Background: an optimization exercise with open tools, aiming at small area. Do not read the settings as production practice.
In this exercise RTL edits were held to simulation tests only and were not proved equivalent to the original.

Setup of the previous run:
==> flow/design.v <==
module regfile_sb #(
  parameter  int DATA_W   = 32,
  parameter  int NUM_REGS = 32,
  localparam int ADDR_W   = $clog2(NUM_REGS)
) (
  input  logic              clk,
  input  logic              reset,
  input  logic [ADDR_W-1:0] rd_addr_1,
  input  logic [ADDR_W-1:0] rd_addr_2,
  output logic [DATA_W-1:0] rd_data_1,
  output logic [DATA_W-1:0] rd_data_2,
  output logic              rd_busy_1,
  output logic              rd_busy_2,
  input  logic              wr_en,
  input  logic [ADDR_W-1:0] wr_addr,
  input  logic [DATA_W-1:0] wr_data,
  input  logic              rsv_en,
  input  logic [ADDR_W-1:0] rsv_addr,
  output logic              rsv_ok,
  output logic [ADDR_W:0]   busy_count
);
  logic [DATA_W-1:0]   r_regs [NUM_REGS];
  logic [NUM_REGS-1:0] r_valid;
  logic [NUM_REGS-1:0] r_busy;
  logic [ADDR_W:0]     r_busy_count;
  logic [NUM_REGS-1:0] w_we;       
  logic [NUM_REGS-1:0] w_rsv;      
  logic [NUM_REGS-1:0] w_sel_1;    
  logic [NUM_REGS-1:0] w_sel_2;
  logic                w_busy_eff;
  logic                w_set;
  logic                w_rel;
  always_comb begin
    for (int i = 0; i < NUM_REGS; i++) begin
      w_we[i]    = (i != 0) && wr_en && (wr_addr == ADDR_W'(i));
      w_rsv[i]   = (i != 0) && (rsv_addr == ADDR_W'(i));
      w_sel_1[i] = (rd_addr_1 == ADDR_W'(i));
      w_sel_2[i] = (rd_addr_2 == ADDR_W'(i));
    end
  end
  assign w_busy_eff = |(w_rsv & r_busy & ~w_we);
  assign rsv_ok     = rsv_en && ((rsv_addr == '0) ? reset : !w_busy_eff);
  assign w_set      = rsv_en && !w_busy_eff && (rsv_addr != '0);
  assign w_rel      = |(w_we & r_busy);
  always_ff @(posedge clk) begin
    for (int i = 1; i < NUM_REGS; i++)
      if (w_we[i]) r_regs[i] <= wr_data;
  end
  always_ff @(posedge clk or negedge reset) begin
    if (!reset) begin
      r_valid      <= '0;
      r_busy       <= '0;
      r_busy_count <= '0;
    end else begin
      r_valid      <= (r_valid | w_we) & {{(NUM_REGS-1){1'b1}}, 1'b0};
      r_busy       <= ((r_busy & ~w_we) | (w_rsv & {NUM_REGS{w_set}})) & {{(NUM_REGS-1){1'b1}}, 1'b0};
      r_busy_count <= r_busy_count + {{ADDR_W{1'b0}}, w_set} - {{ADDR_W{1'b0}}, w_rel};
    end
  end
  assign busy_count = r_busy_count;
  logic [NUM_REGS-1:0] w_rs_1, w_rs_2;
  assign w_rs_1 = w_sel_1 & r_valid;
  assign w_rs_2 = w_sel_2 & r_valid;
  for (genvar b = 0; b < DATA_W; b++) begin : g_rd
    logic [NUM_REGS-1:1] d;
    for (genvar i = 1; i < NUM_REGS; i++) begin : g_d
      assign d[i] = r_regs[i][b];
    end
    rfsb_rdbit u_rd1 (.s(w_rs_1[NUM_REGS-1:1]), .d(d), .q(rd_data_1[b]));
    rfsb_rdbit u_rd2 (.s(w_rs_2[NUM_REGS-1:1]), .d(d), .q(rd_data_2[b]));
  end
  always_comb begin
    rd_busy_1 = 1'b0;
    rd_busy_2 = 1'b0;
    for (int i = 1; i < NUM_REGS; i++) begin
      rd_busy_1 = rd_busy_1 | (w_sel_1[i] && r_busy[i]);
      rd_busy_2 = rd_busy_2 | (w_sel_2[i] && r_busy[i]);
    end
  end
endmodule
module rfsb_rdbit (
  input  logic [31:1] s,
  input  logic [31:1] d,
  output logic        q
);
  logic [10:0] y;    
  for (genvar k = 0; k < 10; k++) begin : g_p
    rfsb_aoi222 u (.s(s[3*k+3:3*k+1]), .d(d[3*k+3:3*k+1]), .y(y[k]));
  end
  rfsb_nand2 u_last (.a(s[31]), .b(d[31]), .y(y[10]));
  rfsb_nand11 u_or (.y(y), .q(q));
endmodule
module rfsb_aoi222 (input logic [2:0] s, input logic [2:0] d, output logic y);
  assign y = ~|(s & d);
endmodule
module rfsb_nand2 (input logic a, b, output logic y);
  assign y = ~(a & b);
endmodule
module rfsb_nand11 (input logic [10:0] y, output logic q);
  assign q = ~&y;
endmodule
make LEC_CHECK=0 CAP_MARGIN=20 CORE_MARGIN=2 CORE_UTILIZATION=60 CTS_BUF_LIST=sky130_fd_sc_hd__clkbuf_8 CTS_CLUSTER_DIAMETER=60 CTS_CLUSTER_SIZE=16 PLACE_DENSITY=0.72 SLEW_MARGIN=20 SYNTH_HIERARCHICAL=1 finish   # period 8.0 ns
run.sh (not shown) runs the stock make flow with config.mk's settings and CLKGATE_MAP_FILE= SYNTH_SCRIPT=/design/flow/synth_recipe.tcl, a recipe that flattens the netlist after the stock synthesis.
--- input diff the previous run..the current run ---
==> flow/flow/run.sh (new file) <==
#!/bin/bash
# Standard layout, with the port buffers made from the smallest buffer cell
# instead of the default delay buffer. Each step's full log stays under orfs/logs.
set -euo pipefail
bash standard.sh synth > synth.log 2>&1
bash standard.sh "BUFFER_PORTS_ARGS=-buffer_cell sky130_fd_sc_hd__buf_1" finish > layout.log 2>&1
==> flow/standard.sh (new file) <==
#!/bin/bash
# synth_recipe.tcl (not shown) runs the flow's synth.tcl, then flattens the netlist and writes it again
# the make line also repeats each setting of config.mk as NAME=value (left out here)
make -C /OpenROAD-flow-scripts/flow DESIGN_CONFIG=/design/flow/config.mk WORK_HOME=/design/flow/orfs CLKGATE_MAP_FILE= SYNTH_SCRIPT=/design/flow/synth_recipe.tcl "${@:-finish}"
removed: flow/run.sh
### Flow results
- Via density per instance, the current run and the previous run: lower on the previous run
- The current run falls short of the previous run in wire length of the first global-routing pass.
- Of the current run and the previous run, the lower share of post-route cells with drive strength above 1 belongs to the current run.

==> static timing again, ports no longer ideal <==
The results above use ideal ports. As a check the final layouts listed here were re-extracted and re-timed, cells and wires unchanged.
Step 1: set_driving_cell puts a clkbuf_16 on clk and a buf_2 on each other input, an assumption about the parent block.
Step 2 also shifts input and output timing later by t, the mid clock arrival at the registers, as if the neighbouring blocks saw the same clock.
Three values: ideal ports, drivers, drivers and shift; two values: the first two.
| run | t (ns) | slack for setup (ns) | worst setup path after step 2 | clock arrival spread, ns | worst register clock-pin slew, ns |
|---|---|---|---|---|---|
| the previous run | 0.774 | 0.745 / 0.722 / 0.722 | input to output | 0.061 / 0.060 | 0.11 / 0.11 |
| the current run | 0.772 | 1.309 / 1.282 / 1.282 | input to output | 0.045 / 0.045 | 0.11 / 0.11 |
After both steps setup and hold are still met in every run listed. For the current run, which loses most, drivers alone change the setup slack by -0.027 ns; drivers and shift together by -0.027 ns.
